What follows belongs to an exercise in optimizing a design on an open flow for small area, a short achievable clock period and few clock cycles per item; a production flow would make more cautious choices. Where RTL was checked, it was by simulation tests only, not by an equivalence proof against the original. No functional check of the RTL was part of run 2.

## flow/design.v (module list and top-level ports; edited modules follow where they fit)
// module mac_fa: 10 lines
// module mac_ha: 9 lines
// module mac_pgb: 11 lines
// module mac_pgg: 8 lines
// module mac_x3: 8 lines
// module mac_mj: 8 lines
// module mac_mux2: 8 lines
// module mac_accumulator: 2285 lines
module mac_accumulator #(
  parameter int WIDTH     = 25,
  parameter int ACC_WIDTH = 64
) (
  input  logic                 clk,
  input  logic                 rst,
  input  logic                 in_valid,
  output logic                 in_ready,
  input  logic [WIDTH-1:0]     in_a,
  input  logic [WIDTH-1:0]     in_x,
  input  logic                 in_last,
  output logic                 out_valid,
  input  logic                 out_ready,
  output logic [ACC_WIDTH-1:0] out_sum,
  output logic [15:0]          out_count,
  output logic                 out_ovf
);
  // ...
==> flow/flow/run.sh <==
#!/bin/bash
# The standard layout (standard.sh) with two changes: repair_timing aims for
# 8.4 ns of setup slack on the 12 ns clock (so the achieved period shrinks), and the
# port buffers that buffer_ports inserts use sky130_fd_sc_hd__buf_2.
set -euo pipefail
EXTRA='SETUP_SLACK_MARGIN=8.4 "BUFFER_PORTS_ARGS=-buffer_cell sky130_fd_sc_hd__buf_2"'
sed "s|^make -C |make $EXTRA -C |" standard.sh > standard_tuned.sh
bash standard_tuned.sh > flow_make.log 2>&1
==> flow/standard.sh <==
#!/bin/bash
# synth_recipe.tcl (not shown) runs the flow's synth.tcl, then flattens the netlist and writes it again
# the make line also repeats each setting of config.mk as NAME=value (left out here)
make -C /OpenROAD-flow-scripts/flow DESIGN_CONFIG=/design/flow/config.mk WORK_HOME=/design/flow/orfs CLKGATE_MAP_FILE= SYNTH_SCRIPT=/design/flow/synth_recipe.tcl "${@:-finish}"
==> flow/config.mk <==
export PLATFORM = sky130hd
export DESIGN_NAME = mac_accumulator
export DESIGN_NICKNAME = mac_accumulator
export VERILOG_FILES = /design/flow/design.v
export SDC_FILE = /design/flow/constraint.sdc
export NUM_CORES = 4
export LEC_CHECK = 0
export CAP_MARGIN = 20
export CORE_MARGIN = 2
export CORE_UTILIZATION = 40
export CTS_CLUSTER_DIAMETER = 120
export CTS_CLUSTER_SIZE = 25
export SLEW_MARGIN = 20
export SYNTH_HIERARCHICAL = 1
export SYNTH_MINIMUM_KEEP_SIZE = 0
==> flow/constraint.sdc <==
create_clock -name core_clock -period 12.0 [get_ports {clk}]
set_input_delay 2.4000 -clock core_clock [delete_from_list [all_inputs] [get_ports {clk}]]
set_output_delay 2.4000 -clock core_clock [all_outputs]
set_load 0.01 [all_outputs]
==> impl_metrics.prom, run 1 <==
# TYPE chip_impl_metric gauge
chip_impl_metric{name="nFillCells",unit=""} 5912
chip_impl_metric{name="groute.layer.met1.usage",unit=""} 0.2952
chip_impl_metric{name="antenna_found_initial",unit=""} 1
chip_impl_metric{name="layout-drive-gt1-share",unit=""} 0.2388
chip_impl_metric{name="ys_warn_count",unit=""} 7
chip_impl_info{name="timing.critical_path.to_type",value="flip-flop"} 1
chip_impl_metric{name="synth_area_per_cell",unit="sq um"} 12.21
chip_impl_metric{name="nonClockInverterCount",unit=""} 54
chip_impl_metric{name="worst-endpoint-required",unit="ps"} 12310
chip_impl_metric{name="multi_input_area_share",unit=""} 0.5682
chip_impl_metric{name="worst_skew_pair.late_latency",unit="ps"} 570
chip_impl_metric{name="grt_start_max_net_pins",unit=""} 75
chip_impl_info{name="top_register_by_number_of_flip_flops",value="acc"} 1
chip_impl_metric{name="cts_buffers",unit=""} 17
chip_impl_info{name="maxUsedRoutingLayer",value="met4"} 1
chip_impl_metric{name="non_clock_buffer_count",unit=""} 314
chip_impl_info{name="crit_type",value="flip-flop to flip-flop"} 1
chip_impl_metric{name="setup_viol",unit=""} 0
chip_impl_info{name="layout.area.top_class",value="multi-input combinational cells"} 1
chip_impl_metric{name="design.seq.count",unit=""} 303
chip_impl_info{name="mostFrequentLayoutCell",value="xnor2_1"} 1
chip_impl_info{name="unrepaired_setup_endpoints_after_global_routing",value="true"} 1
chip_impl_info{name="outcome",value="complete, no violations"} 1
chip_impl_metric{name="fin_nets",unit=""} 2837
chip_impl_metric{name="nWellTaps",unit=""} 873
Testbench counts, summed over its fixed seeds: cycles 16,312, beats 16,288.
==> run 2, diff against run 1 <==
--- a/flow/design.v
+++ b/flow/design.v
@@ -1662,105 +1662,191 @@
   mac_fa u_fs761 (.a(pp307), .b(pp331), .c(hc618), .s(fs761), .co(fc762));
   assign fs763 = ~(pp260 ^ pp284);
   assign fc764 = pp260 | pp284;
   mac_ha u_hs765 (.a(pp308), .b(pp332), .s(hs765), .co(hc766));
   mac_fa u_fs767 (.a(~s0_neg[9]), .b(pp285), .c(pp309), .s(fs767), .co(fc768));
   mac_ha u_hs769 (.a(1'b1), .b(pp286), .s(hs769), .co(hc770));
   mac_ha u_hs771 (.a(s0_neg[2]), .b(pp5), .s(hs771), .co(hc772));
   mac_ha u_hs773 (.a(pp6), .b(pp30), .s(hs773), .co(hc774));
-  mac_fa u_fs775 (.a(pp31), .b(pp55), .c(pp79), .s(fs775), .co(fc776));
-  mac_fa u_fs777 (.a(pp56), .b(pp80), .c(hc620), .s(fs777), .co(fc778));
-  mac_fa u_fs779 (.a(pp105), .b(hc622), .c(hs625), .s(fs779), .co(fc780));
-  mac_fa u_fs781 (.a(hc626), .b(hs629), .c(fc624), .s(fs781), .co(fc782));
-  mac_fa u_fs783 (.a(hc630), .b(fc628), .c(fs631), .s(fs783), .co(fc784));
-  mac_fa u_fs785 (.a(fc632), .b(fs635), .c(fc634), .s(fs785), .co(fc786));
-  mac_fa u_fs787 (.a(fc636), .b(fs639), .c(fc638), .s(fs787), .co(fc788));
-  mac_fa u_fs789 (.a(fc640), .b(fs643), .c(fc642), .s(fs789), .co(fc790));
-  mac_fa u_fs791 (.a(fc644), .b(fs647), .c(fc646), .s(fs791), .co(fc792));
-  mac_fa u_fs793 (.a(fc648), .b(fs651), .c(fc650), .s(fs793), .co(fc794));
-  mac_fa u_fs795 (.a(fc652), .b(fs655), .c(fc654), .s(fs795), .co(fc796));
-  mac_fa u_fs797 (.a(fc656), .b(fs659), .c(fc658), .s(fs797), .co(fc798));
-  mac_fa u_fs799 (.a(fc660), .b(fs663), .c(fc662), .s(fs799), .co(fc800));
-  mac_fa u_fs801 (.a(fc664), .b(fs667), .c(fc666), .s(fs801), .co(fc802));
-  mac_fa u_fs803 (.a(fc668), .b(fs671), .c(fc670), .s(fs803), .co(fc804));
-  mac_fa u_fs805 (.a(fc672), .b(fs675), .c(fc674), .s(fs805), .co(fc806));
-  mac_fa u_fs807 (.a(fc676), .b(fs679), .c(fc678), .s(fs807), .co(fc808));
-  mac_fa u_fs809 (.a(fc680), .b(fs683), .c(fc682), .s(fs809), .co(fc810));
-  mac_fa u_fs811 (.a(fc684), .b(fs687), .c(fc686), .s(fs811), .co(fc812));
-  mac_fa u_fs813 (.a(fc688), .b(fs691), .c(fc690), .s(fs813), .co(fc814));
-  mac_fa u_fs815 (.a(fc692), .b(fs695), .c(fc694), .s(fs815), .co(fc816));
-  mac_fa u_fs817 (.a(fc696), .b(fs699), .c(fc698), .s(fs817), .co(fc818));
-  mac_fa u_fs819 (.a(fc700), .b(fs703), .c(fc702), .s(fs819), .co(fc820));
-  mac_fa u_fs821 (.a(fc704), .b(fs707), .c(fc706), .s(fs821), .co(fc822));
-  mac_fa u_fs823 (.a(fc708), .b(fs711), .c(fc710), .s(fs823), .co(fc824));
-  mac_fa u_fs825 (.a(fc712), .b(fs715), .c(fc714), .s(fs825), .co(fc826));
-  mac_fa u_fs827 (.a(fs719), .b(fc716), .c(fc718), .s(fs827), .co(fc828));
-  mac_fa u_fs829 (.a(fs723), .b(fc720), .c(fs725), .s(fs829), .co(fc830));
-  mac_fa u_fs831 (.a(fc724), .b(fs727), .c(fc726), .s(fs831), .co(fc832));
-  mac_fa u_fs833 (.a(fc728), .b(fs731), .c(fs733), .s(fs833), .co(fc834));
-  mac_fa u_fs835 (.a(fc732), .b(fs735), .c(fc734), .s(fs835), .co(fc836));
-  mac_fa u_fs837 (.a(fs739), .b(fc736), .c(fs741), .s(fs837), .co(fc838));
-  mac_fa u_fs839 (.a(fs743), .b(fc740), .c(fs745), .s(fs839), .co(fc840));
-  mac_fa u_fs841 (.a(fs747), .b(fc744), .c(fs749), .s(fs841), .co(fc842));
-  mac_fa u_fs843 (.a(fc748), .b(fs751), .c(fc750), .s(fs843), .co(fc844));
-  mac_fa u_fs845 (.a(fc752), .b(fs755), .c(fs757), .s(fs845), .co(fc846));
-  mac_fa u_fs847 (.a(fc756), .b(fs759), .c(fs761), .s(fs847), .co(fc848));
-  mac_fa u_fs849 (.a(fs763), .b(hs765), .c(fc760), .s(fs849), .co(fc850));
-  mac_fa u_fs851 (.a(fc764), .b(pp333), .c(hc766), .s(fs851), .co(fc852));
-  mac_fa u_fs853 (.a(pp310), .b(pp334), .c(hs769), .s(fs853), .co(fc854));
-  mac_fa u_fs855 (.a(~s0_neg[10]), .b(pp311), .c(pp335), .s(fs855), .co(fc856));
+  mac_x3 u_fs775 (.a(pp31), .b(pp55), .c(pp79), .y(fs775));
+  mac_mj u_fc776 (.a(pp31), .b(pp55), .c(pp79), .y(fc776));
+  mac_x3 u_fs777 (.a(pp56), .b(pp80), .c(hc620), .y(fs777));
+  mac_mj u_fc778 (.a(pp56), .b(pp80), .c(hc620), .y(fc778));
+  mac_x3 u_fs779 (.a(pp105), .b(hc622), .c(hs625), .y(fs779));
+  mac_mj u_fc780 (.a(pp105), .b(hc622), .c(hs625), .y(fc780));
+  mac_x3 u_fs781 (.a(hc626), .b(hs629), .c(fc624), .y(fs781));
+  mac_mj u_fc782 (.a(hc626), .b(hs629), .c(fc624), .y(fc782));
+  mac_x3 u_fs783 (.a(hc630), .b(fc628), .c(fs631), .y(fs783));
+  mac_mj u_fc784 (.a(hc630), .b(fc628), .c(fs631), .y(fc784));
+  mac_x3 u_fs785 (.a(fc632), .b(fs635), .c(fc634), .y(fs785));
+  mac_mj u_fc786 (.a(fc632), .b(fs635), .c(fc634), .y(fc786));
+  mac_x3 u_fs787 (.a(fc636), .b(fs639), .c(fc638), .y(fs787));
+  mac_mj u_fc788 (.a(fc636), .b(fs639), .c(fc638), .y(fc788));
+  mac_x3 u_fs789 (.a(fc640), .b(fs643), .c(fc642), .y(fs789));
+  mac_mj u_fc790 (.a(fc640), .b(fs643), .c(fc642), .y(fc790));
+  mac_x3 u_fs791 (.a(fc644), .b(fs647), .c(fc646), .y(fs791));
+  mac_mj u_fc792 (.a(fc644), .b(fs647), .c(fc646), .y(fc792));
+  mac_x3 u_fs793 (.a(fc648), .b(fs651), .c(fc650), .y(fs793));
+  mac_mj u_fc794 (.a(fc648), .b(fs651), .c(fc650), .y(fc794));
+  mac_x3 u_fs795 (.a(fc652), .b(fs655), .c(fc654), .y(fs795));
+  mac_mj u_fc796 (.a(fc652), .b(fs655), .c(fc654), .y(fc796));
+  mac_x3 u_fs797 (.a(fc656), .b(fs659), .c(fc658), .y(fs797));
+  mac_mj u_fc798 (.a(fc656), .b(fs659), .c(fc658), .y(fc798));
+  mac_x3 u_fs799 (.a(fc660), .b(fs663), .c(fc662), .y(fs799));
+  mac_mj u_fc800 (.a(fc660), .b(fs663), .c(fc662), .y(fc800));
+  mac_x3 u_fs801 (.a(fc664), .b(fs667), .c(fc666), .y(fs801));
+  mac_mj u_fc802 (.a(fc664), .b(fs667), .c(fc666), .y(fc802));
+  mac_x3 u_fs803 (.a(fc668), .b(fs671), .c(fc670), .y(fs803));
+  mac_mj u_fc804 (.a(fc668), .b(fs671), .c(fc670), .y(fc804));
+  mac_x3 u_fs805 (.a(fc672), .b(fs675), .c(fc674), .y(fs805));
+  mac_mj u_fc806 (.a(fc672), .b(fs675), .c(fc674), .y(fc806));
+  mac_x3 u_fs807 (.a(fc676), .b(fs679), .c(fc678), .y(fs807));
+  mac_mj u_fc808 (.a(fc676), .b(fs679), .c(fc678), .y(fc808));
+  mac_x3 u_fs809 (.a(fc680), .b(fs683), .c(fc682), .y(fs809));
+  mac_mj u_fc810 (.a(fc680), .b(fs683), .c(fc682), .y(fc810));
+  mac_x3 u_fs811 (.a(fc684), .b(fs687), .c(fc686), .y(fs811));
+  mac_mj u_fc812 (.a(fc684), .b(fs687), .c(fc686), .y(fc812));
+  mac_x3 u_fs813 (.a(fc688), .b(fs691), .c(fc690), .y(fs813));
+  mac_mj u_fc814 (.a(fc688), .b(fs691), .c(fc690), .y(fc814));
+  mac_x3 u_fs815 (.a(fc692), .b(fs695), .c(fc694), .y(fs815));
+  mac_mj u_fc816 (.a(fc692), .b(fs695), .c(fc694), .y(fc816));
+  mac_x3 u_fs817 (.a(fc696), .b(fs699), .c(fc698), .y(fs817));
+  mac_mj u_fc818 (.a(fc696), .b(fs699), .c(fc698), .y(fc818));
+  mac_x3 u_fs819 (.a(fc700), .b(fs703), .c(fc702), .y(fs819));
+  mac_mj u_fc820 (.a(fc700), .b(fs703), .c(fc702), .y(fc820));
+  mac_x3 u_fs821 (.a(fc704), .b(fs707), .c(fc706), .y(fs821));
+  mac_mj u_fc822 (.a(fc704), .b(fs707), .c(fc706), .y(fc822));
+  mac_x3 u_fs823 (.a(fc708), .b(fs711), .c(fc710), .y(fs823));
+  mac_mj u_fc824 (.a(fc708), .b(fs711), .c(fc710), .y(fc824));
+  mac_x3 u_fs825 (.a(fc712), .b(fs715), .c(fc714), .y(fs825));
+  mac_mj u_fc826 (.a(fc712), .b(fs715), .c(fc714), .y(fc826));
+  mac_x3 u_fs827 (.a(fs719), .b(fc716), .c(fc718), .y(fs827));
+  mac_mj u_fc828 (.a(fs719), .b(fc716), .c(fc718), .y(fc828));
+  mac_x3 u_fs829 (.a(fs723), .b(fc720), .c(fs725), .y(fs829));
+  mac_mj u_fc830 (.a(fs723), .b(fc720), .c(fs725), .y(fc830));
+  mac_x3 u_fs831 (.a(fc724), .b(fs727), .c(fc726), .y(fs831));
+  mac_mj u_fc832 (.a(fc724), .b(fs727), .c(fc726), .y(fc832));
+  mac_x3 u_fs833 (.a(fc728), .b(fs731), .c(fs733), .y(fs833));
+  mac_mj u_fc834 (.a(fc728), .b(fs731), .c(fs733), .y(fc834));
+  mac_x3 u_fs835 (.a(fc732), .b(fs735), .c(fc734), .y(fs835));
+  mac_mj u_fc836 (.a(fc732), .b(fs735), .c(fc734), .y(fc836));
+  mac_x3 u_fs837 (.a(fs739), .b(fc736), .c(fs741), .y(fs837));
+  mac_mj u_fc838 (.a(fs739), .b(fc736), .c(fs741), .y(fc838));
+  mac_x3 u_fs839 (.a(fs743), .b(fc740), .c(fs745), .y(fs839));
+  mac_mj u_fc840 (.a(fs743), .b(fc740), .c(fs745), .y(fc840));
+  mac_x3 u_fs841 (.a(fs747), .b(fc744), .c(fs749), .y(fs841));
+  mac_mj u_fc842 (.a(fs747), .b(fc744), .c(fs749), .y(fc842));
+  mac_x3 u_fs843 (.a(fc748), .b(fs751), .c(fc750), .y(fs843));
+  mac_mj u_fc844 (.a(fc748), .b(fs751), .c(fc750), .y(fc844));
+  mac_x3 u_fs845 (.a(fc752), .b(fs755), .c(fs757), .y(fs845));
+  mac_mj u_fc846 (.a(fc752), .b(fs755), .c(fs757), .y(fc846));
+  mac_x3 u_fs847 (.a(fc756), .b(fs759), .c(fs761), .y(fs847));
+  mac_mj u_fc848 (.a(fc756), .b(fs759), .c(fs761), .y(fc848));
+  mac_x3 u_fs849 (.a(fs763), .b(hs765), .c(fc760), .y(fs849));
+  mac_mj u_fc850 (.a(fs763), .b(hs765), .c(fc760), .y(fc850));
+  mac_x3 u_fs851 (.a(fc764), .b(pp333), .c(hc766), .y(fs851));
+  mac_mj u_fc852 (.a(fc764), .b(pp333), .c(hc766), .y(fc852));
+  mac_x3 u_fs853 (.a(pp310), .b(pp334), .c(hs769), .y(fs853));
+  mac_mj u_fc854 (.a(pp310), .b(pp334), .c(hs769), .y(fc854));
+  mac_x3 u_fs855 (.a(~s0_neg[10]), .b(pp311), .c(pp335), .y(fs855));
+  mac_mj u_fc856 (.a(~s0_neg[10]), .b(pp311), .c(pp335), .y(fc856));
   mac_ha u_hs857 (.a(1'b1), .b(pp312), .s(hs857), .co(hc858));
   mac_ha u_hs859 (.a(s0_neg[1]), .b(pp3), .s(hs859), .co(hc860));
   mac_ha u_hs861 (.a(pp4), .b(pp28), .s(hs861), .co(hc862));
-  mac_fa u_fs863 (.a(pp29), .b(pp53), .c(hs771), .s(fs863), .co(fc864));
-  mac_fa u_fs865 (.a(pp54), .b(hc772), .c(hs773), .s(fs865), .co(fc866));
-  mac_fa u_fs867 (.a(hc774), .b(hs619), .c(fs775), .s(fs867), .co(fc868));
-  mac_fa u_fs869 (.a(hs621), .b(fc776), .c(fs777), .s(fs869), .co(fc870));
-  mac_fa u_fs871 (.a(fs623), .b(fc778), .c(fs779), .s(fs871), .co(fc872));
-  mac_fa u_fs873 (.a(fs627), .b(fc780), .c(fs781), .s(fs873), .co(fc874));
-  mac_fa u_fs875 (.a(fs633), .b(fc782), .c(fs783), .s(fs875), .co(fc876));
-  mac_fa u_fs877 (.a(fs637), .b(fc784), .c(fs785), .s(fs877), .co(fc878));
-  mac_fa u_fs879 (.a(fs641), .b(fc786), .c(fs787), .s(fs879), .co(fc880));
-  mac_fa u_fs881 (.a(fs645), .b(fc788), .c(fs789), .s(fs881), .co(fc882));
-  mac_fa u_fs883 (.a(fs649), .b(fc790), .c(fs791), .s(fs883), .co(fc884));
-  mac_fa u_fs885 (.a(fs653), .b(fc792), .c(fs793), .s(fs885), .co(fc886));
-  mac_fa u_fs887 (.a(fs657), .b(fc794), .c(fs795), .s(fs887), .co(fc888));
-  mac_fa u_fs889 (.a(fs661), .b(fc796), .c(fs797), .s(fs889), .co(fc890));
-  mac_fa u_fs891 (.a(fs665), .b(fc798), .c(fs799), .s(fs891), .co(fc892));
-  mac_fa u_fs893 (.a(fs669), .b(fc800), .c(fs801), .s(fs893), .co(fc894));
-  mac_fa u_fs895 (.a(fs673), .b(fc802), .c(fs803), .s(fs895), .co(fc896));
-  mac_fa u_fs897 (.a(fs677), .b(fc804), .c(fs805), .s(fs897), .co(fc898));
-  mac_fa u_fs899 (.a(fs681), .b(fc806), .c(fs807), .s(fs899), .co(fc900));
-  mac_fa u_fs901 (.a(fs685), .b(fc808), .c(fs809), .s(fs901), .co(fc902));
-  mac_fa u_fs903 (.a(fs689), .b(fc810), .c(fs811), .s(fs903), .co(fc904));
-  mac_fa u_fs905 (.a(fs693), .b(fc812), .c(fs813), .s(fs905), .co(fc906));
-  mac_fa u_fs907 (.a(fs697), .b(fc814), .c(fs815), .s(fs907), .co(fc908));
-  mac_fa u_fs909 (.a(fs701), .b(fc816), .c(fs817), .s(fs909), .co(fc910));
-  mac_fa u_fs911 (.a(fs705), .b(fc818), .c(fs819), .s(fs911), .co(fc912));
-  mac_fa u_fs913 (.a(fs709), .b(fc820), .c(fs821), .s(fs913), .co(fc914));
-  mac_fa u_fs915 (.a(fs713), .b(fc822), .c(fs823), .s(fs915), .co(fc916));
-  mac_fa u_fs917 (.a(fs717), .b(fc824), .c(fs825), .s(fs917), .co(fc918));
-  mac_fa u_fs919 (.a(fs721), .b(fc826), .c(fs827), .s(fs919), .co(fc920));
-  mac_fa u_fs921 (.a(fc722), .b(fc828), .c(fs829), .s(fs921), .co(fc922));
-  mac_fa u_fs923 (.a(fs729), .b(fs831), .c(fc830), .s(fs923), .co(fc924));
-  mac_fa u_fs925 (.a(fc730), .b(fc832), .c(fs833), .s(fs925), .co(fc926));
-  mac_fa u_fs927 (.a(fs737), .b(fs835), .c(fc834), .s(fs927), .co(fc928));
-  mac_fa u_fs929 (.a(fc738), .b(fs837), .c(fc836), .s(fs929), .co(fc930));
-  mac_fa u_fs931 (.a(fc742), .b(fs839), .c(fc838), .s(fs931), .co(fc932));
-  mac_fa u_fs933 (.a(fc746), .b(fs841), .c(fc840), .s(fs933), .co(fc934));
-  mac_fa u_fs935 (.a(fs753), .b(fc842), .c(fs843), .s(fs935), .co(fc936));
-  mac_fa u_fs937 (.a(fc754), .b(fc844), .c(fs845), .s(fs937), .co(fc938));
-  mac_fa u_fs939 (.a(fc758), .b(fs847), .c(fc846), .s(fs939), .co(fc940));
-  mac_fa u_fs941 (.a(fc762), .b(fs849), .c(fc848), .s(fs941), .co(fc942));
-  mac_fa u_fs943 (.a(fs767), .b(fs851), .c(fc850), .s(fs943), .co(fc944));
-  mac_fa u_fs945 (.a(fc768), .b(fc852), .c(fs853), .s(fs945), .co(fc946));
-  mac_fa u_fs947 (.a(hc770), .b(fs855), .c(fc854), .s(fs947), .co(fc948));
-  mac_fa u_fs949 (.a(pp336), .b(hs857), .c(fc856), .s(fs949), .co(fc950));
-  mac_fa u_fs951 (.a(~s0_neg[11]), .b(pp337), .c(hc858), .s(fs951), .co(fc952));
+  mac_x3 u_fs863 (.a(pp29), .b(pp53), .c(hs771), .y(fs863));
+  mac_mj u_fc864 (.a(pp29), .b(pp53), .c(hs771), .y(fc864));
+  mac_x3 u_fs865 (.a(pp54), .b(hc772), .c(hs773), .y(fs865));
+  mac_mj u_fc866 (.a(pp54), .b(hc772), .c(hs773), .y(fc866));
+  mac_x3 u_fs867 (.a(hc774), .b(fs775), .c(hs619), .y(fs867));
+  mac_mj u_fc868 (.a(hc774), .b(fs775), .c(hs619), .y(fc868));
+  mac_x3 u_fs869 (.a(hs621), .b(fc776), .c(fs777), .y(fs869));
+  mac_mj u_fc870 (.a(hs621), .b(fc776), .c(fs777), .y(fc870));
+  mac_x3 u_fs871 (.a(fs623), .b(fs779), .c(fc778), .y(fs871));
+  mac_mj u_fc872 (.a(fs623), .b(fs779), .c(fc778), .y(fc872));
+  mac_x3 u_fs873 (.a(fs627), .b(fc780), .c(fs781), .y(fs873));
+  mac_mj u_fc874 (.a(fs627), .b(fc780), .c(fs781), .y(fc874));
+  mac_x3 u_fs875 (.a(fs783), .b(fs633), .c(fc782), .y(fs875));
+  mac_mj u_fc876 (.a(fs783), .b(fs633), .c(fc782), .y(fc876));
+  mac_x3 u_fs877 (.a(fs637), .b(fc784), .c(fs785), .y(fs877));
+  mac_mj u_fc878 (.a(fs637), .b(fc784), .c(fs785), .y(fc878));
+  mac_x3 u_fs879 (.a(fs641), .b(fs787), .c(fc786), .y(fs879));
+  mac_mj u_fc880 (.a(fs641), .b(fs787), .c(fc786), .y(fc880));
+  mac_x3 u_fs881 (.a(fs645), .b(fc788), .c(fs789), .y(fs881));
+  mac_mj u_fc882 (.a(fs645), .b(fc788), .c(fs789), .y(fc882));
+  mac_x3 u_fs883 (.a(fs649), .b(fs791), .c(fc790), .y(fs883));
+  mac_mj u_fc884 (.a(fs649), .b(fs791), .c(fc790), .y(fc884));
+  mac_x3 u_fs885 (.a(fs653), .b(fs793), .c(fc792), .y(fs885));
+  mac_mj u_fc886 (.a(fs653), .b(fs793), .c(fc792), .y(fc886));
+  mac_x3 u_fs887 (.a(fs795), .b(fs657), .c(fc794), .y(fs887));
+  mac_mj u_fc888 (.a(fs795), .b(fs657), .c(fc794), .y(fc888));
+  mac_x3 u_fs889 (.a(fs661), .b(fc796), .c(fs797), .y(fs889));
+  mac_mj u_fc890 (.a(fs661), .b(fc796), .c(fs797), .y(fc890));
+  mac_x3 u_fs891 (.a(fs799), .b(fs665), .c(fc798), .y(fs891));
+  mac_mj u_fc892 (.a(fs799), .b(fs665), .c(fc798), .y(fc892));
+  mac_x3 u_fs893 (.a(fs669), .b(fc800), .c(fs801), .y(fs893));
+  mac_mj u_fc894 (.a(fs669), .b(fc800), .c(fs801), .y(fc894));
+  mac_x3 u_fs895 (.a(fs673), .b(fs803), .c(fc802), .y(fs895));
+  mac_mj u_fc896 (.a(fs673), .b(fs803), .c(fc802), .y(fc896));
+  mac_x3 u_fs897 (.a(fs677), .b(fs805), .c(fc804), .y(fs897));
+  mac_mj u_fc898 (.a(fs677), .b(fs805), .c(fc804), .y(fc898));
+  mac_x3 u_fs899 (.a(fs681), .b(fs807), .c(fc806), .y(fs899));
+  mac_mj u_fc900 (.a(fs681), .b(fs807), .c(fc806), .y(fc900));
+  mac_x3 u_fs901 (.a(fs685), .b(fs809), .c(fc808), .y(fs901));
+  mac_mj u_fc902 (.a(fs685), .b(fs809), .c(fc808), .y(fc902));
+  mac_x3 u_fs903 (.a(fs689), .b(fs811), .c(fc810), .y(fs903));
+  mac_mj u_fc904 (.a(fs689), .b(fs811), .c(fc810), .y(fc904));
+  mac_x3 u_fs905 (.a(fs693), .b(fs813), .c(fc812), .y(fs905));
+  mac_mj u_fc906 (.a(fs693), .b(fs813), .c(fc812), .y(fc906));
+  mac_x3 u_fs907 (.a(fs697), .b(fs815), .c(fc814), .y(fs907));
+  mac_mj u_fc908 (.a(fs697), .b(fs815), .c(fc814), .y(fc908));
+  mac_x3 u_fs909 (.a(fs701), .b(fs817), .c(fc816), .y(fs909));
+  mac_mj u_fc910 (.a(fs701), .b(fs817), .c(fc816), .y(fc910));
+  mac_x3 u_fs911 (.a(fs705), .b(fs819), .c(fc818), .y(fs911));
+  mac_mj u_fc912 (.a(fs705), .b(fs819), .c(fc818), .y(fc912));
+  mac_x3 u_fs913 (.a(fs709), .b(fs821), .c(fc820), .y(fs913));
+  mac_mj u_fc914 (.a(fs709), .b(fs821), .c(fc820), .y(fc914));
+  mac_x3 u_fs915 (.a(fs713), .b(fs823), .c(fc822), .y(fs915));
+  mac_mj u_fc916 (.a(fs713), .b(fs823), .c(fc822), .y(fc916));
+  mac_x3 u_fs917 (.a(fs717), .b(fs825), .c(fc824), .y(fs917));
+  mac_mj u_fc918 (.a(fs717), .b(fs825), .c(fc824), .y(fc918));
+  mac_x3 u_fs919 (.a(fs721), .b(fs827), .c(fc826), .y(fs919));
+  mac_mj u_fc920 (.a(fs721), .b(fs827), .c(fc826), .y(fc920));
+  mac_x3 u_fs921 (.a(fc722), .b(fs829), .c(fc828), .y(fs921));
+  mac_mj u_fc922 (.a(fc722), .b(fs829), .c(fc828), .y(fc922));
+  mac_x3 u_fs923 (.a(fs729), .b(fs831), .c(fc830), .y(fs923));
+  mac_mj u_fc924 (.a(fs729), .b(fs831), .c(fc830), .y(fc924));
+  mac_x3 u_fs925 (.a(fc730), .b(fs833), .c(fc832), .y(fs925));
+  mac_mj u_fc926 (.a(fc730), .b(fs833), .c(fc832), .y(fc926));
+  mac_x3 u_fs927 (.a(fs737), .b(fs835), .c(fc834), .y(fs927));
+  mac_mj u_fc928 (.a(fs737), .b(fs835), .c(fc834), .y(fc928));
+  mac_x3 u_fs929 (.a(fc738), .b(fs837), .c(fc836), .y(fs929));
+  mac_mj u_fc930 (.a(fc738), .b(fs837), .c(fc836), .y(fc930));
+  mac_x3 u_fs931 (.a(fc742), .b(fs839), .c(fc838), .y(fs931));
+  mac_mj u_fc932 (.a(fc742), .b(fs839), .c(fc838), .y(fc932));
+  mac_x3 u_fs933 (.a(fc746), .b(fs841), .c(fc840), .y(fs933));
+  mac_mj u_fc934 (.a(fc746), .b(fs841), .c(fc840), .y(fc934));
+  mac_x3 u_fs935 (.a(fs753), .b(fs843), .c(fc842), .y(fs935));
+  mac_mj u_fc936 (.a(fs753), .b(fs843), .c(fc842), .y(fc936));
+  mac_x3 u_fs937 (.a(fc754), .b(fs845), .c(fc844), .y(fs937));
+  mac_mj u_fc938 (.a(fc754), .b(fs845), .c(fc844), .y(fc938));
+  mac_x3 u_fs939 (.a(fc758), .b(fs847), .c(fc846), .y(fs939));
+  mac_mj u_fc940 (.a(fc758), .b(fs847), .c(fc846), .y(fc940));
+  mac_x3 u_fs941 (.a(fc762), .b(fs849), .c(fc848), .y(fs941));
+  mac_mj u_fc942 (.a(fc762), .b(fs849), .c(fc848), .y(fc942));
+  mac_x3 u_fs943 (.a(fs851), .b(fs767), .c(fc850), .y(fs943));
+  mac_mj u_fc944 (.a(fs851), .b(fs767), .c(fc850), .y(fc944));
+  mac_x3 u_fs945 (.a(fc768), .b(fs853), .c(fc852), .y(fs945));
+  mac_mj u_fc946 (.a(fc768), .b(fs853), .c(fc852), .y(fc946));
+  mac_x3 u_fs947 (.a(hc770), .b(fs855), .c(fc854), .y(fs947));
+  mac_mj u_fc948 (.a(hc770), .b(fs855), .c(fc854), .y(fc948));
+  mac_x3 u_fs949 (.a(pp336), .b(hs857), .c(fc856), .y(fs949));
+  mac_mj u_fc950 (.a(pp336), .b(hs857), .c(fc856), .y(fc950));
+  mac_x3 u_fs951 (.a(~s0_neg[11]), .b(pp337), .c(hc858), .y(fs951));
+  mac_mj u_fc952 (.a(~s0_neg[11]), .b(pp337), .c(hc858), .y(fc952));
   mac_ha u_hs953 (.a(1'b1), .b(pp338), .s(hs953), .co(hc954));
   assign t_ps[0] = s0_neg[0];
   assign t_ps[1] = pp2;
   assign t_ps[2] = hs859;
   assign t_ps[3] = hs861;
   assign t_ps[4] = fs863;
   assign t_ps[5] = fs865;
   assign t_ps[6] = fs867;
==> flow/flow/run.sh (replaced) <==
#!/bin/bash
# The standard layout (standard.sh) with two changes: repair_timing aims for
# 8.0 ns of setup slack on the 12 ns clock (so the achieved period shrinks), and the
# port buffers that buffer_ports inserts use sky130_fd_sc_hd__buf_2.
set -euo pipefail
EXTRA='SETUP_SLACK_MARGIN=8.0 "BUFFER_PORTS_ARGS=-buffer_cell sky130_fd_sc_hd__buf_2"'
sed "s|^make -C |make $EXTRA -C |" standard.sh > standard_tuned.sh
bash standard_tuned.sh > flow_make.log 2>&1
==> flow/config.mk (replaced) <==
export PLATFORM = sky130hd
export DESIGN_NAME = mac_accumulator
export DESIGN_NICKNAME = mac_accumulator
export VERILOG_FILES = /design/flow/design.v
export SDC_FILE = /design/flow/constraint.sdc
export NUM_CORES = 4
export LEC_CHECK = 0
export CAP_MARGIN = 20
export CORE_MARGIN = 2
export CORE_UTILIZATION = 40
export SLEW_MARGIN = 20
export SYNTH_HIERARCHICAL = 1
export SYNTH_MINIMUM_KEEP_SIZE = 0
==> run 2 against run 1 <==
Setup slack worse by 230 ps. Flip-flop and latch count is the same. Critical endpoint is now s1_ps[31]. Via count rose by 1.9%.
==> impl_metrics.prom, run 2 <==
# TYPE chip_impl_metric gauge
chip_impl_metric{name="r2r_slack",unit="ps"} 8090
chip_impl_info{name="critical_path.slowest_cell",value="fa_1"} 1
chip_impl_metric{name="coreArea",unit="sq um"} 70270
chip_impl_info{name="worst_r2r_endpoint",value="s1_ps[31]"} 1
chip_impl_metric{name="via_total_after_detailed_routing",unit=""} 19263
chip_impl_metric{name="detail_route.first_pass.iterations",unit=""} 6
chip_impl_metric{name="cts.path.max_buffers",unit=""} 3
chip_impl_info{name="crit_type",value="flip-flop to flip-flop"} 1
chip_impl_metric{name="initial_core_utilization",unit=""} 0.4056
chip_impl_info{name="mostFrequentLayoutCell",value="xnor2_1"} 1
chip_impl_metric{name="drt-vias-per-instance",unit=""} 5.778
chip_impl_metric{name="largest_register_ff_count",unit=""} 64
chip_impl_metric{name="worst_pin_slew",unit="ps"} 964.0
chip_impl_info{name="path_cells",value="buf_4, inv_1, xnor2_1, ha_1, inv_1, fa_1, fa_1, xor3_1, xor3_1"} 1
chip_impl_metric{name="fp.dieArea",unit="sq um"} 73410
chip_impl_metric{name="groute.usage.overall",unit=""} 0.2107
chip_impl_metric{name="routed_wirelength",unit="microns"} 77610
chip_impl_metric{name="finalHoldViolCount",unit=""} 0
chip_impl_metric{name="critical_path_peak_fanout",unit=""} 26
chip_impl_info{name="timing.hold.worst.class",value="flip-flop to flip-flop"} 1
chip_impl_metric{name="ys_warn_count",unit=""} 7
chip_impl_info{name="most_frequent_cells_in_the_layout",value="xnor2_1 (325), edfxtp_1 (297), a22oi_1 (288), fa_1 (233)"} 1
chip_impl_info{name="tritoncts",value="built"} 1
chip_impl_metric{name="fin_nets",unit=""} 2756
chip_impl_metric{name="placement_setup_slack",unit="ps"} 7380
chip_impl_metric{name="setup_viol",unit=""} 0
chip_impl_metric{name="detail_route.drc_violations",unit=""} 0
chip_impl_metric{name="antenna_found_initial",unit=""} 0
chip_impl_metric{name="worst_skew_pair.late_latency",unit="ps"} 570
chip_impl_info{name="startpoint_type",value="flip-flop"} 1
chip_impl_metric{name="num_io_pins",unit=""} 138
chip_impl_metric{name="floorplan.die.height",unit="microns"} 270.9
chip_impl_metric{name="layout-drive-gt1-share",unit=""} 0.1763
chip_impl_metric{name="clock.fmax",unit="GHz"} 0.2559
chip_impl_metric{name="cts_buffers",unit=""} 38
chip_impl_metric{name="post_synth_inst_count",unit=""} 2314
chip_impl_metric{name="die_x",unit="microns"} 270.9
chip_impl_info{name="r2r_start",value="s0_neg[4]"} 1
chip_impl_metric{name="detail_route.wl_per_cell",unit="microns"} 23.28
chip_impl_metric{name="worst-r2r-cell-count",unit=""} 9
chip_impl_metric{name="leftover_overflow_at_the_end_of_global_routing",unit=""} 0
chip_impl_metric{name="num_antenna_cells",unit=""} 0
chip_impl_info{name="clock_root_buffer",value="clkbuf_16"} 1
chip_impl_metric{name="grt_start_max_net_pins",unit=""} 76
chip_impl_metric{name="drtAntennaViolNets",unit=""} 0
chip_impl_info{name="top_register_by_number_of_flip_flops",value="acc"} 1
chip_impl_metric{name="synth_area_per_cell",unit="sq um"} 12.32
chip_impl_metric{name="fraction_of_the_cycle_the_final_worst_path_needs",unit=""} 0.3257
chip_impl_metric{name="instances_no_fill",unit=""} 3334
chip_impl_metric{name="slowest_delay",unit="ps"} 560
chip_impl_metric{name="cp.arrival",unit="ps"} 4200
chip_impl_metric{name="max_cap_violations",unit=""} 0
chip_impl_metric{name="dp.cells",unit=""} 3254
chip_impl_metric{name="hold_ws",unit="ps"} 418.9
chip_impl_metric{name="detailedPlacementHpwl",unit="microns"} 49260
chip_impl_metric{name="clk_pin_slew",unit="ps"} 50
chip_impl_metric{name="drtIter0Drc",unit=""} 1599
chip_impl_info{name="timing.critical_path.to_type",value="flip-flop"} 1
chip_impl_metric{name="post-route-min-period",unit="ps"} 3908
chip_impl_metric{name="count_of_buffers_from_port_buffering",unit=""} 137
chip_impl_info{name="unrepaired_setup_endpoints_after_global_routing",value="false"} 1
chip_impl_metric{name="worst-endpoint-required",unit="ps"} 12290
chip_impl_metric{name="number_of_sinks_on_the_clock_net",unit=""} 303
chip_impl_metric{name="setup_slack",unit="ps"} 8092
chip_impl_metric{name="syn_area",unit="sq um"} 28500
chip_impl_metric{name="worst_slew_margin_rel",unit=""} 0.3574
chip_impl_metric{name="place_congestion",unit=""} 0.8400
chip_impl_metric{name="areaGrowthSynthToFinish",unit="%"} 10.27
chip_impl_metric{name="clock_tree.htree_level_count",unit=""} 2
chip_impl_metric{name="num_rows",unit=""} 97
chip_impl_info{name="worst_setup_path_endpoint",value="s1_ps[31]"} 1
chip_impl_metric{name="fin_skew",unit="ps"} 23.37
chip_impl_info{name="outcome",value="complete, no violations"} 1
chip_impl_metric{name="wire_length_of_the_first_global_routing_pass",unit="microns"} 121100
chip_impl_metric{name="first_global_vias",unit=""} 20829
chip_impl_metric{name="final-max-slew-violation-count",unit=""} 0
chip_impl_info{name="crit_path_start",value="s0_neg[4]"} 1
chip_impl_metric{name="finalSetupTns",unit="ps"} 0
chip_impl_info{name="largest_registers",value="acc: 64 flops, s1_ps: 50 flops, s1_pc: 49 flops"} 1
==> run 2: changes by cell type in the layout (fill, tap and decap cells not counted), sizes merged <==
cell / before / now
buf: 302 / 211
bufbuf: 4 / 0
bufinv: 0 / 1
clkbuf: 30 / 47
clkinv: 3 / 14
clkinvlp: 2 / 6
fa: 319 / 233
maj3: 0 / 86
xor3: 0 / 86
==> run 2: how the worst min path moves through the flow <==
stage | from | end | slack [ps] | cells past startpoint
4_1_cts | l0 | l1 | 420 | 0
2_1_floorplan | l0 | l1 | 400 | 0
5_1_grt | l0 | l1 | 440 | 0
3_3_place_gp | l0 | l1 | 400 | 0
6_report | l0 | l1 | 420 | 0
3_5_place_dp | l0 | l1 | 410 | 0
==> run 2: cell type report <==
type	instances	area (sq um)
multi-input combinational	1757	18540
clock inverter	21	152.6
sequential	303	9075
clock buffer	47	984.7
timing repair inverter	1	5.005
tap	940	1176
fill	6385	38840
timing repair buffer	211	1291
inverter	54	206.4
==> run 2: critical path, delay by kind of cell, from the launching register on <==
family	cells	cell delay, ps
xor gates and xnor gates	3	1210
adders and majority gates	3	1310
buffers and inverters	3	790
DFF	1	320
==> run 2: what timing repair did <==
item,in CTS,in global routing
hold buffers,0,0
endpoints found under the setup margin,92,51
resized for setup,11,7
pin swaps,2,1
buffers inserted,8,1
cloned,2,1
==> run 2: per-stage QoR <==
stage,instance area (sq um),utilization
final,31430,0.4473
after global routing,31430,0.4473
after CTS,31380,0.4466
after detailed placement,30110,0.4284
after global placement,30110,0.4284
after floorplan,28590,-
==> run 2: metal layers <==
| layer | GRT usage | up-vias | part of all wire |
|---|---|---|---|
| met4 | 0.07909 | 0 | 0.034 |
| met5 | 0 | - | 0 |
| li1 | - | 8372 | - |
| met1 | 0.2939 | 9733 | 0.43 |
| met3 | 0.04109 | 175 | 0.088 |
| met2 | 0.3245 | 983 | 0.45 |

what the ideal ports hide:
Ports are ideal in the flow. The routed layouts listed here were re-timed in OpenROAD. Step 1 assumes that a clkbuf_16 drives the clock port and a buf_2 every other input. Step 2 times the ports against the registers' clock, not the clock port: input delays grow and output delays shrink by t, the midpoint of the rising clock arrivals with the driver on. a / b / c = no drivers / after step 1 / after step 2; a / b = the first two.
run | shift t [ns] | setup slack, ns | worst slew at a driven data input, ns | cell pins on the clock port's net
run 1 | 0.605 | 8.322 / 8.309 / 7.915 | 0.06 | 1
run 2 | 0.613 | 8.092 / 8.092 / 7.742 | 0.04 | 1
After both steps every run listed still meets setup and hold. The setup slack of run 1, which loses most, moves by -0.013 ns with the drivers and by -0.407 ns with both steps.
